Context: an optimization exercise on an open-source flow, tuned for small area. The choices shown serve that exercise and are no tape-out recipe. RTL that was checked went through simulation tests only; none was proved equivalent to the original. Power figures rest on the tool's default switching activity, not on a simulated workload.

==> 11-25 <==
## regfile_sb
module regfile_sb
#(
    parameter int DATA_W   = regfile_pkg::DEF_DATA_W,
    parameter int ADDR_W   = regfile_pkg::DEF_ADDR_W,
    parameter bit ZERO_REG = 1'b1
) (
    input  logic              clk,
    input  logic              rst_n,
    input  logic [ADDR_W-1:0] rs1_addr,
    input  logic [ADDR_W-1:0] rs2_addr,
    output logic [DATA_W-1:0] rs1_data,
    output logic [DATA_W-1:0] rs2_data,
    output logic              rs1_busy,
    output logic              rs2_busy,
    input  logic              iss_valid,
    input  logic [ADDR_W-1:0] iss_rd,
    input  logic              wb_en,
    input  logic [ADDR_W-1:0] wb_addr,
    input  logic [DATA_W-1:0] wb_data,
    output logic [ADDR_W:0]   pend_cnt
);
clock: 7.0 ns
lec_check: 0
abc_area: 1
cap_margin: 15
core_margin: 2
core_utilization: 60
gpl_timing_driven: 0
setup_slack_margin: 0.1
slew_margin: 15
standard.sh (not shown) runs the stock make flow with config.mk's settings and CLKGATE_MAP_FILE= SYNTH_SCRIPT=/design/flow/synth_recipe.tcl, a recipe that flattens the netlist after the stock synthesis.
==> flow/flow/run.sh <==
#!/bin/bash
# Standard ORFS layout with: area-oriented ABC mapping in synthesis (with the
# AND-OR-invert slice modules mapped on their own), minimum size port buffers,
# high-fanout drivers sized to their load before repair_design, and a clock
# tree of larger clusters without dummy loads.
set -euo pipefail
F=$PWD/flow
CTS="-sink_clustering_enable -repair_clock_nets -dont_use_dummy_load"
CTS="$CTS -buf_list {sky130_fd_sc_hd__clkbuf_8} -sink_clustering_size 16 -sink_clustering_max_diameter 80"
bash standard.sh \
  SYNTH_SCRIPT=$F/synth.tcl AREA_ABC_SCRIPT=$F/area.abc \
  SYNTH_KEEP_MODULES="regfile_aoi222 regfile_aoi22" \
  BUFFER_PORTS_ARGS="-buffer_cell sky130_fd_sc_hd__buf_1" \
  PRE_RESIZE_TCL=$F/upsize.tcl \
  CTS_ARGS="$CTS" \
  finish > make.log 2>&1
==> flow/flow/upsize.tcl <==
# Size the drivers of high-fanout nets before repair_design: each gets the
# smallest drive strength of its function whose library max_capacitance
# covers the net's estimated load with some margin, so that repair_design
# does not need to insert large buffers to meet slew/capacitance limits.
proc lib_max_caps {lib_file} {
  set caps [dict create]
  set f [open $lib_file r]
  set cell ""
  while {[gets $f line] >= 0} {
    if {[regexp {^\s*cell\s*\(\s*"?([A-Za-z0-9_]+)"?\s*\)} $line -> c]} { set cell $c; continue }
    if {$cell ne "" && [regexp {^\s*max_capacitance\s*:\s*([0-9.eE+-]+)} $line -> v]} {
      if {![dict exists $caps $cell]} { dict set caps $cell $v }
    }
  }
  close $f
  return $caps
}

proc size_hifo {thr margin} {
  set caps [lib_max_caps [lindex $::env(LIB_FILES) 0]]
  set db [ord::get_db]
  set n 0
  foreach inst [[ord::get_db_block] getInsts] {
    set m [[$inst getMaster] getName]
    if {![regexp {^sky130_fd_sc_hd__(.*)_([0-9]+)$} $m -> fn sz]} continue
    if {[string match *buf* $fn] || [string match df* $fn] || [string match edf* $fn]} continue
    set outs {}
    foreach it [$inst getITerms] {
      if {[$it isOutputSignal] && [$it getNet] ne "NULL"} { lappend outs [$it getNet] }
    }
    if {[llength $outs] != 1} continue
    set net [lindex $outs 0]
    if {[llength [$net getITerms]] - 1 < $thr} continue
    set cell [get_cells -quiet [string map {[ \\[ ] \\]} [$inst getName]]]
    if {[llength $cell] != 1} continue
    set snet [get_nets -quiet -of_objects [get_pins -of_objects $cell -filter "direction==output"]]
    if {[llength $snet] != 1} continue
    set load [expr {[sta::Net_capacitance $snet [sta::cmd_scene] max] * 1e12}]
    set need [expr {$load * $margin}]
    set best ""
    foreach s {1 2 4 8 12 16} {
      if {$s < $sz && $sz > 0} continue
      set nm "sky130_fd_sc_hd__${fn}_$s"
      if {![dict exists $caps $nm] || [$db findMaster $nm] eq "NULL"} continue
      set best $nm
      if {[dict get $caps $nm] >= $need} break
    }
    if {$best ne "" && $best ne $m} {
      replace_cell [$inst getName] $best
      incr n
    }
  }
  puts "size_hifo: resized $n drivers of nets with fanout >= $thr"
}

estimate_parasitics -placement
size_hifo 12 1.3
Other scripts of this flow, unchanged in this note and not shown: flow/flow/area.abc, flow/flow/synth.tcl
==> 09-13 (differences from 11-25) <==
--- a/flow/flow/run.sh
+++ b/flow/flow/run.sh
@@ -3,4 +3,4 @@
 # AND-OR-invert slice modules mapped on their own), minimum size port buffers,
-# high-fanout drivers sized to their load before repair_design, and a clock
-# tree of larger clusters without dummy loads.
+# high-fanout drivers upsized before repair_design, and a clock tree of larger
+# clusters without dummy loads.
 set -euo pipefail
==> flow/flow/upsize.tcl (replaced) <==
# Upsize the drivers of high-fanout nets to their X4 variant (or X2), so that
# repair_design does not need large buffers to meet slew/capacitance limits.
proc upsize_hifo {thr} {
  set db [ord::get_db]
  set n 0
  foreach inst [[ord::get_db_block] getInsts] {
    set m [[$inst getMaster] getName]
    if {![regexp {^sky130_fd_sc_hd__(.*)_([0-9]+)$} $m -> fn sz]} continue
    if {[string match *buf* $fn] || [string match df* $fn] || [string match edf* $fn]} continue
    set fo 0
    foreach it [$inst getITerms] {
      if {[$it isOutputSignal] && [$it getNet] ne "NULL"} {
        set fo [expr {[llength [[$it getNet] getITerms]] - 1}]
      }
    }
    if {$fo < $thr} continue
    foreach s {4 2} {
      if {$s <= $sz} break
      set nm "sky130_fd_sc_hd__${fn}_$s"
      if {[$db findMaster $nm] ne "NULL"} {
        replace_cell [$inst getName] $nm
        incr n
        break
      }
    }
  }
  puts "upsize_hifo: upsized $n drivers with fanout >= $thr"
}

estimate_parasitics -placement
upsize_hifo 12
--- a/flow/config.mk
+++ b/flow/config.mk
@@ -8,3 +8,3 @@
 export ABC_AREA = 1
-export CAP_MARGIN = 15
+export CAP_MARGIN = 0
 export CORE_MARGIN = 2
@@ -13,2 +13,2 @@
 export SETUP_SLACK_MARGIN = 0.1
-export SLEW_MARGIN = 15
+export SLEW_MARGIN = 0
==> notes.md <==
09-13 produced a layout that fails on capacitance limit, slew limit. 11-25 completed with no timing, DRC or antenna violations. In register-to-register slack, 11-25 and 09-13 hardly differ. Routed wire length is about the same in 09-13 and 11-25. Count of clock-buffer cells in the layout is the same in 11-25 and 09-13. In synthesized cell count, 09-13 and 11-25 do not differ. Of 11-25 and 09-13, 11-25 has the higher via count (gap 0.20%, measured against 09-13). Clock power is about the same in 09-13 and 11-25. In 11-25 the hold slack is better than in 09-13, by 3.3 ps. In 09-13 the clock skew is lower than in 11-25, by 3.3 ps. Cell count is about the same in 11-25 and 09-13.
==> figures <==
Outcome: 09-13 finished with violations; 11-25 complete, no violations
Layout check failures: 09-13 capacitance limit, slew limit; 11-25 -
GRT Overall Usage: 09-13 42.17%; 11-25 41.89%
P_int: 09-13 8.411 mW; 11-25 8.405 mW
Largest net degree at the start of global routing: 09-13 39; 11-25 36
Minimum hold slack: 09-13 474.3 ps; 11-25 477.7 ps
Area share of buffers outside the clock network: 09-13 1.539%; 11-25 1.399%
Switching share of total power: 09-13 24.81%; 11-25 24.74%
Antenna violations before repair: 09-13 5; 11-25 8
Number of antenna diodes: 09-13 3; 11-25 4
Total placed instance area: 09-13 45410 um2; 11-25 45160 um2
First-pass GRT wire length: 09-13 220.6 mm; 11-25 218.9 mm
Clk network pwr share: 09-13 25.7%; 11-25 25.6%
Worst vdd ir: 09-13 226.7 uV; 11-25 219.0 uV
Routed via count divided by cell count: 09-13 8.781; 11-25 8.808
Fraction of area in multi-input gates: 09-13 25.26%; 11-25 25.14%
Worst stage delay on the critical path: 09-13 540 ps; 11-25 620 ps
Time the final worst path needs with I/O delays and setup: 09-13 6618 ps; 11-25 6754 ps
Setup clock skew after layout: 09-13 43.15 ps; 11-25 46.42 ps
Wire length per cell: 09-13 42.45 um; 11-25 42.50 um

* * *

==> yarrow: inputs <==
==> flow/design.v <==
package regfile_pkg;
    localparam int XLEN       = 32;
    localparam int DEF_DATA_W = XLEN;
    localparam int DEF_ADDR_W = 5;
    localparam int ZERO_IDX   = 0;
endpackage
module regfile_scoreboard
#(
    parameter int NR       = 31,
    parameter int ADDR_W   = regfile_pkg::DEF_ADDR_W,
    parameter bit ZERO_REG = 1'b1
) (
    input  logic [NR-1:0]     pend_q,
    input  logic [ADDR_W:0]   cnt_q,
    input  logic [NR-1:0]     rdec1,
    input  logic [NR-1:0]     rdec2,
    input  logic [NR-1:0]     wdec,
    input  logic              eq1,
    input  logic              eq2,
    input  logic              iss_valid,
    input  logic [ADDR_W-1:0] iss_rd,
    input  logic              wb_en,
    input  logic [ADDR_W-1:0] wb_addr,
    output logic [NR-1:0]     pend_d,
    output logic [ADDR_W:0]   cnt_d,
    output logic              rs1_busy,
    output logic              rs2_busy
);
    localparam int LO = ZERO_REG ? 1 : 0;
    logic [NR-1:0] idec, iset;
    logic          setEn, same, iss_hit, wb_hit, inc, dec;
    logic          rs1_busy_p, rs2_busy_p;
    always_comb begin
        for (int i = 0; i < NR; i++) begin
            idec[i] = iss_rd == ADDR_W'(i + LO);
        end
    end
    assign setEn  = iss_valid && (|idec || !ZERO_REG);
    assign iset   = idec & {NR{setEn}};
    assign same   = iss_rd == wb_addr;
    assign pend_d = iset | (pend_q & ~(wdec & {NR{wb_en}}));
    regfile_andor #(.N(NR)) u_iss (.a(idec),  .b(pend_q), .y(iss_hit));
    regfile_andor #(.N(NR)) u_wb  (.a(wdec),  .b(pend_q), .y(wb_hit));
    regfile_andor #(.N(NR)) u_r1  (.a(rdec1), .b(pend_q), .y(rs1_busy_p));
    regfile_andor #(.N(NR)) u_r2  (.a(rdec2), .b(pend_q), .y(rs2_busy_p));
    assign inc = setEn && !iss_hit;
    assign dec = wb_en && wb_hit && !(setEn && same);
    always_comb begin
        cnt_d = cnt_q;
        if (inc && !dec) begin
            cnt_d = cnt_q + 1'b1;
        end else if (dec && !inc) begin
            cnt_d = cnt_q - 1'b1;
        end
    end
    assign rs1_busy = rs1_busy_p && !(wb_en && eq1);
    assign rs2_busy = rs2_busy_p && !(wb_en && eq2);
endmodule
module regfile_sb
#(
    parameter int DATA_W   = regfile_pkg::DEF_DATA_W,
    parameter int ADDR_W   = regfile_pkg::DEF_ADDR_W,
    parameter bit ZERO_REG = 1'b1
) (
    input  logic              clk,
    input  logic              rst_n,
    input  logic [ADDR_W-1:0] rs1_addr,
    input  logic [ADDR_W-1:0] rs2_addr,
    output logic [DATA_W-1:0] rs1_data,
    output logic [DATA_W-1:0] rs2_data,
    output logic              rs1_busy,
    output logic              rs2_busy,
    input  logic              iss_valid,
    input  logic [ADDR_W-1:0] iss_rd,
    input  logic              wb_en,
    input  logic [ADDR_W-1:0] wb_addr,
    input  logic [DATA_W-1:0] wb_data,
    output logic [ADDR_W:0]   pend_cnt
);
    localparam int DEPTH = 1 << ADDR_W;
    localparam int LO    = ZERO_REG ? 1 : 0;
    localparam int NR    = DEPTH - LO;            
    localparam int NT    = NR + 1;                
    logic [DATA_W-1:0] mem_q [NR];
    logic [NR-1:0]     vld_q;
    logic [NR-1:0]     pend_q, pend_d;
    logic [ADDR_W:0]   cnt_q, cnt_d;
    logic [NR-1:0]     wdec, wsel, rdec1, rdec2;
    logic              eq1, eq2, byp1, byp2;
    always_comb begin
        for (int i = 0; i < NR; i++) begin
            wdec[i]  = wb_addr  == ADDR_W'(i + LO);
            rdec1[i] = rs1_addr == ADDR_W'(i + LO);
            rdec2[i] = rs2_addr == ADDR_W'(i + LO);
        end
    end
    assign wsel = wdec & {NR{wb_en}};
    always_ff @(posedge clk) begin
        for (int i = 0; i < NR; i++) begin
            if (wsel[i]) begin
                mem_q[i] <= wb_data;
            end
        end
    end
    always_ff @(posedge clk or negedge rst_n) begin
        if (!rst_n) begin
            vld_q  <= '0;
            pend_q <= '0;
            cnt_q  <= '0;
        end else begin
            vld_q  <= vld_q | wsel;
            pend_q <= pend_d;
            cnt_q  <= cnt_d;
        end
    end
    assign eq1  = wb_addr == rs1_addr;
    assign eq2  = wb_addr == rs2_addr;
    assign byp1 = rst_n && wb_en && eq1 && (|rdec1 || !ZERO_REG);
    assign byp2 = rst_n && wb_en && eq2 && (|rdec2 || !ZERO_REG);
    logic [NT-1:0]     t_sel1, t_sel2;
    logic [DATA_W-1:0] t_dat [NT];
    always_comb begin
        for (int i = 0; i < NR; i++) begin
            t_sel1[i] = rdec1[i] && vld_q[i] && !wsel[i];
            t_sel2[i] = rdec2[i] && vld_q[i] && !wsel[i];
            t_dat[i]  = mem_q[i];
        end
        t_sel1[NT-1] = byp1;
        t_sel2[NT-1] = byp2;
        t_dat[NT-1]  = wb_data;
    end
    for (genvar b = 0; b < DATA_W; b++) begin : g_bit
        logic [NT-1:0] d;
        for (genvar k = 0; k < NT; k++) begin : g_d
            assign d[k] = t_dat[k][b];
        end
        regfile_andor #(.N(NT)) u_rd1 (.a(t_sel1), .b(d), .y(rs1_data[b]));
        regfile_andor #(.N(NT)) u_rd2 (.a(t_sel2), .b(d), .y(rs2_data[b]));
    end
    regfile_scoreboard #(
        .NR       (NR),
        .ADDR_W   (ADDR_W),
        .ZERO_REG (ZERO_REG)
    ) u_scoreboard (
        .pend_q    (pend_q),
        .cnt_q     (cnt_q),
        .rdec1     (rdec1),
        .rdec2     (rdec2),
        .wdec      (wdec),
        .eq1       (eq1),
        .eq2       (eq2),
        .iss_valid (iss_valid),
        .iss_rd    (iss_rd),
        .wb_en     (wb_en),
        .wb_addr   (wb_addr),
        .pend_d    (pend_d),
        .cnt_d     (cnt_d),
        .rs1_busy  (rs1_busy),
        .rs2_busy  (rs2_busy)
    );
    assign pend_cnt = cnt_q;
endmodule
module regfile_andor
#(
    parameter int N = 3
) (
    input  logic [N-1:0] a,
    input  logic [N-1:0] b,
    output logic         y
);
    localparam int N3 = N / 3;
    localparam int NR = N % 3;
    logic [N3-1:0] s_n;
    for (genvar s = 0; s < N3; s++) begin : g_sl
        regfile_aoi222 u_s (.a(a[3*s +: 3]), .b(b[3*s +: 3]), .y(s_n[s]));
    end
    if (NR == 2) begin : g_r2
        logic r_n;
        regfile_aoi22 u_r (.a(a[N-1 -: 2]), .b(b[N-1 -: 2]), .y(r_n));
        assign y = ~&{s_n, r_n};
    end else if (NR == 1) begin : g_r1
        assign y = ~&{s_n, ~(a[N-1] & b[N-1])};
    end else begin : g_r0
        assign y = ~&s_n;
    end
endmodule
module regfile_aoi222 (
    input  logic [2:0] a,
    input  logic [2:0] b,
    output logic       y
);
    assign y = ~|(a & b);
endmodule
module regfile_aoi22 (
    input  logic [1:0] a,
    input  logic [1:0] b,
    output logic       y
);
    assign y = ~|(a & b);
endmodule
==> flow/flow/run.sh <==
#!/bin/bash
# Standard ORFS layout with: area-oriented ABC mapping in synthesis (with the
# AND-OR-invert slice modules mapped on their own), minimum size port buffers,
# high-fanout drivers upsized before repair_design, a clock tree of larger
# clusters without dummy loads, and size recovery after global routing.
set -euo pipefail
F=$PWD/flow
CTS="-sink_clustering_enable -repair_clock_nets -dont_use_dummy_load"
CTS="$CTS -buf_list {sky130_fd_sc_hd__clkbuf_8} -sink_clustering_size 16 -sink_clustering_max_diameter 80"
bash standard.sh \
  SYNTH_SCRIPT=$F/synth.tcl AREA_ABC_SCRIPT=$F/area.abc \
  SYNTH_KEEP_MODULES="regfile_aoi222 regfile_aoi22" \
  BUFFER_PORTS_ARGS="-buffer_cell sky130_fd_sc_hd__buf_1" \
  PRE_RESIZE_TCL=$F/upsize.tcl \
  CTS_ARGS="$CTS" RECOVER_POWER=100 \
  finish > make.log 2>&1
==> flow/flow/area.abc <==
strash
&get -n
&fraig -x
&put
scorr
dc2
dretime
strash
&get -n
&dch -f
&nf -R 1000 -p -C 32
&put
==> flow/flow/synth.tcl <==
# The standard flow's synthesis (synth_recipe.tcl) with an area-oriented ABC mapping script.
proc synth {args} { yosys synth -nofsm -noshare {*}$args }
proc abc {args} {
  set new [list]
  set skip 0
  foreach a $args {
    if {$skip} { set skip 0; continue }
    if {$a eq "-script" || $a eq "-constr" || $a eq "-D"} { set skip 1; continue }
    lappend new $a
  }
  yosys abc -script $::env(AREA_ABC_SCRIPT) {*}$new
}
source $::env(SCRIPTS_DIR)/synth.tcl
# left out here: clear keep_hierarchy, flatten, clean up, hide names made inside functions, write 1_2_yosys.v
==> flow/flow/upsize.tcl <==
# Upsize the drivers of high-fanout nets to their X4 variant (or X2), so that
# repair_design does not need large buffers to meet slew/capacitance limits.
proc upsize_hifo {thr} {
  set db [ord::get_db]
  set n 0
  foreach inst [[ord::get_db_block] getInsts] {
    set m [[$inst getMaster] getName]
    if {![regexp {^sky130_fd_sc_hd__(.*)_([0-9]+)$} $m -> fn sz]} continue
    if {[string match *buf* $fn] || [string match df* $fn] || [string match edf* $fn]} continue
    set fo 0
    foreach it [$inst getITerms] {
      if {[$it isOutputSignal] && [$it getNet] ne "NULL"} {
        set fo [expr {[llength [[$it getNet] getITerms]] - 1}]
      }
    }
    if {$fo < $thr} continue
    foreach s {4 2} {
      if {$s <= $sz} break
      set nm "sky130_fd_sc_hd__${fn}_$s"
      if {[$db findMaster $nm] ne "NULL"} {
        replace_cell [$inst getName] $nm
        incr n
        break
      }
    }
  }
  puts "upsize_hifo: upsized $n drivers with fanout >= $thr"
}

estimate_parasitics -placement
upsize_hifo 12
==> flow/standard.sh <==
#!/bin/bash
# synth_recipe.tcl (not shown) runs the flow's synth.tcl, then flattens the netlist and writes it again
# the make line also repeats each setting of config.mk as NAME=value (left out here)
make -C /OpenROAD-flow-scripts/flow DESIGN_CONFIG=/design/flow/config.mk WORK_HOME=/design/flow/orfs CLKGATE_MAP_FILE= SYNTH_SCRIPT=/design/flow/synth_recipe.tcl "${@:-finish}"
==> flow/config.mk <==
export PLATFORM = sky130hd
export DESIGN_NAME = regfile_sb
export DESIGN_NICKNAME = regfile_sb
export VERILOG_FILES = /design/flow/design.v
export SDC_FILE = /design/flow/constraint.sdc
export NUM_CORES = 4
export LEC_CHECK = 0
export ABC_AREA = 1
export CAP_MARGIN = 0
export CORE_MARGIN = 2
export CORE_UTILIZATION = 55
export GPL_TIMING_DRIVEN = 0
export SETUP_SLACK_MARGIN = 0.1
export SLEW_MARGIN = 0
==> flow/constraint.sdc <==
create_clock -name core_clock -period 7.0 [get_ports {clk}]
set_input_delay 1.4000 -clock core_clock [delete_from_list [all_inputs] [get_ports {clk}]]
set_output_delay 1.4000 -clock core_clock [all_outputs]
set_load 0.01 [all_outputs]
==> inputs of fjord, as changes to yarrow <==
--- a/flow/design.v
+++ b/flow/design.v
@@ -10,8 +10,8 @@
     parameter int ADDR_W   = regfile_pkg::DEF_ADDR_W,
     parameter bit ZERO_REG = 1'b1
 ) (
-    input  logic [NR-1:0]     pend_q,
-    input  logic [ADDR_W:0]   cnt_q,
+    input  logic              clk,
+    input  logic              rst_n,
     input  logic [NR-1:0]     rdec1,
     input  logic [NR-1:0]     rdec2,
     input  logic [NR-1:0]     wdec,
@@ -21,15 +21,15 @@
     input  logic [ADDR_W-1:0] iss_rd,
     input  logic              wb_en,
     input  logic [ADDR_W-1:0] wb_addr,
-    output logic [NR-1:0]     pend_d,
-    output logic [ADDR_W:0]   cnt_d,
     output logic              rs1_busy,
-    output logic              rs2_busy
+    output logic              rs2_busy,
+    output logic [ADDR_W:0]   pend_cnt
 );
     localparam int LO = ZERO_REG ? 1 : 0;
-    logic [NR-1:0] idec, iset;
-    logic          setEn, same, iss_hit, wb_hit, inc, dec;
-    logic          rs1_busy_p, rs2_busy_p;
+    logic [NR-1:0]   pend_q, pend_d, idec, iset;
+    logic [ADDR_W:0] cnt_q;
+    logic            setEn, same, iss_hit, wb_hit, inc, dec;
+    logic            rs1_busy_p, rs2_busy_p;
     always_comb begin
         for (int i = 0; i < NR; i++) begin
             idec[i] = iss_rd == ADDR_W'(i + LO);
@@ -45,16 +45,22 @@
     regfile_andor #(.N(NR)) u_r2  (.a(rdec2), .b(pend_q), .y(rs2_busy_p));
     assign inc = setEn && !iss_hit;
     assign dec = wb_en && wb_hit && !(setEn && same);
-    always_comb begin
-        cnt_d = cnt_q;
-        if (inc && !dec) begin
-            cnt_d = cnt_q + 1'b1;
-        end else if (dec && !inc) begin
-            cnt_d = cnt_q - 1'b1;
+    always_ff @(posedge clk or negedge rst_n) begin
+        if (!rst_n) begin
+            pend_q <= '0;
+            cnt_q  <= '0;
+        end else begin
+            pend_q <= pend_d;
+            if (inc && !dec) begin
+                cnt_q <= cnt_q + 1'b1;
+            end else if (dec && !inc) begin
+                cnt_q <= cnt_q - 1'b1;
+            end
         end
     end
     assign rs1_busy = rs1_busy_p && !(wb_en && eq1);
     assign rs2_busy = rs2_busy_p && !(wb_en && eq2);
+    assign pend_cnt = cnt_q;
 endmodule
 module regfile_sb
 #(
@@ -83,8 +89,6 @@
     localparam int NT    = NR + 1;                
     logic [DATA_W-1:0] mem_q [NR];
     logic [NR-1:0]     vld_q;
-    logic [NR-1:0]     pend_q, pend_d;
-    logic [ADDR_W:0]   cnt_q, cnt_d;
     logic [NR-1:0]     wdec, wsel, rdec1, rdec2;
     logic              eq1, eq2, byp1, byp2;
     always_comb begin
@@ -104,13 +108,9 @@
     end
     always_ff @(posedge clk or negedge rst_n) begin
         if (!rst_n) begin
-            vld_q  <= '0;
-            pend_q <= '0;
-            cnt_q  <= '0;
+            vld_q <= '0;
         end else begin
-            vld_q  <= vld_q | wsel;
-            pend_q <= pend_d;
-            cnt_q  <= cnt_d;
+            vld_q <= vld_q | wsel;
         end
     end
     assign eq1  = wb_addr == rs1_addr;
@@ -121,8 +121,8 @@
     logic [DATA_W-1:0] t_dat [NT];
     always_comb begin
         for (int i = 0; i < NR; i++) begin
-            t_sel1[i] = rdec1[i] && vld_q[i] && !wsel[i];
-            t_sel2[i] = rdec2[i] && vld_q[i] && !wsel[i];
+            t_sel1[i] = rdec1[i] && vld_q[i] && !byp1;
+            t_sel2[i] = rdec2[i] && vld_q[i] && !byp2;
             t_dat[i]  = mem_q[i];
         end
         t_sel1[NT-1] = byp1;
@@ -142,8 +142,8 @@
         .ADDR_W   (ADDR_W),
         .ZERO_REG (ZERO_REG)
     ) u_scoreboard (
-        .pend_q    (pend_q),
-        .cnt_q     (cnt_q),
+        .clk       (clk),
+        .rst_n     (rst_n),
         .rdec1     (rdec1),
         .rdec2     (rdec2),
         .wdec      (wdec),
@@ -153,12 +153,10 @@
         .iss_rd    (iss_rd),
         .wb_en     (wb_en),
         .wb_addr   (wb_addr),
-        .pend_d    (pend_d),
-        .cnt_d     (cnt_d),
         .rs1_busy  (rs1_busy),
-        .rs2_busy  (rs2_busy)
+        .rs2_busy  (rs2_busy),
+        .pend_cnt  (pend_cnt)
     );
-    assign pend_cnt = cnt_q;
 endmodule
 module regfile_andor
 #(
==> flow/flow/run.sh (replaced) <==
#!/bin/bash
# Standard ORFS layout with: area-oriented ABC mapping in synthesis, minimum
# size port buffers, a clock tree of larger clusters without dummy loads, and
# power (size) recovery after global routing.
set -euo pipefail
F=$PWD/flow
CTS="-sink_clustering_enable -repair_clock_nets -dont_use_dummy_load"
CTS="$CTS -buf_list {sky130_fd_sc_hd__clkbuf_8} -sink_clustering_size 16 -sink_clustering_max_diameter 80"
bash standard.sh \
  SYNTH_SCRIPT=$F/synth.tcl AREA_ABC_SCRIPT=$F/area.abc \
  BUFFER_PORTS_ARGS="-buffer_cell sky130_fd_sc_hd__buf_1" \
  CTS_ARGS="$CTS" RECOVER_POWER=100 \
  finish > make.log 2>&1
Settings changed: CORE_UTILIZATION 55 to 50, SETUP_SLACK_MARGIN 0.1 to 0.2, SYNTH_HIERARCHICAL set to 1.
removed: flow/flow/upsize.tcl
==> comparison table <==
                                                                                                                                 yarrow                                            fjord
Status                                                                                                                   failed layout checks                             failed layout checks
Layout check failures                                              max-capacitance violations, max-slew violations, negative setup slack  max-capacitance violations, max-slew violations
GR Util All Layers                                                                                                                 40.2%                                            36.8%
Clock latency reported for the late side of the worst-skew pair                                                                  0.72 ns                                          0.70 ns
Via count of the first global-routing pass                                                                                         32100                                            32300
Share of the synthesized netlist area taken by xor and xnor gates                                                                 0.403%                                           0.325%
Worst slack at placement                                                                                                        0.112 ns                                         -1.35 ns
Post-synth design cell area                                                                                                    43500 um2                                        43100 um2
Met1 routing resource usage after global routing                                                                                   52.2%                                            48.6%
Number of rows in the core area                                                                                                      103                                              107
Number of clock buffers in the layout                                                                                                 77                                               78
Die H                                                                                                                             285 um                                           297 um
Die Outline Area                                                                                                               81300 um2                                        88500 um2
Total inserted antenna cells                                                                                                           1                                                5
Post-CTS Setup Inserts                                                                                                                 0                                                5
Leakage power figure                                                                                                             14.0 nW                                          14.6 nW
Metal-1 WL                                                                                                                      56600 um                                         59400 um
Simple logic cell fraction of the synthesized area                                                                                 7.63%                                            8.27%
Max-cap violations                                                                                                                    56                                               57
Min setup slack post-route                                                                                                 -0.0000280 ns                                        0.0617 ns
Largest voltage drop on the vdd net                                                                                             0.222 mV                                         0.168 mV
Total power divided by cell area                                                                                              241 nW/um2                                       235 nW/um2
Number of buffers outside the clock class in the layout                                                                              201                                              243
Endpoint arrival time on the critical path                                                                                       5.60 ns                                          5.54 ns
Worst hold path startpoint                                                                                            vld_q[3]$_DFF_PN0_                u_scoreboard.cnt_q[5]$_DFFE_PN0P_
Synth Area in Compound Gates                                                                                                       17.8%                                            18.0%
No functional check of the RTL was part of any run of this note.

==> re-timing with driven ports <==
The flow's constraints put no driver on any port. The routed layouts listed below were extracted and timed again, unchanged, in two steps. Step 1 assumes that a clkbuf_16 drives the clock port and a buf_2 every other input. Step 2 adds t to the input delays and takes it off the output delays; t is the mean of the earliest and latest rising clock arrival at the registers after step 1. Input paths then give back, and output paths get back, about the clock's delay inside the block. Slacks: ideal / step 1 / step 2; pairs: ideal / step 1.
run | t, ns | slack for setup (ns) | worst setup path at the end | slew violations
11-25 | 0.742 | 0.246 / 0.219 / 0.219 | input to output | 0 / 0
09-13 | 0.750 | 0.382 / 0.358 / 0.358 | input to output | 48 / 48
yarrow | 0.762 | 0.000 / -0.026 / -0.280 | input to register | 1875 / 1876
fjord | 0.770 | 0.062 / 0.040 / 0.040 | input to output | 1338 / 1372
The drivers bring new slew violations in yarrow and fjord. For yarrow, which loses most, drivers alone change the setup slack by -0.026 ns; drivers and shift together by -0.280 ns.
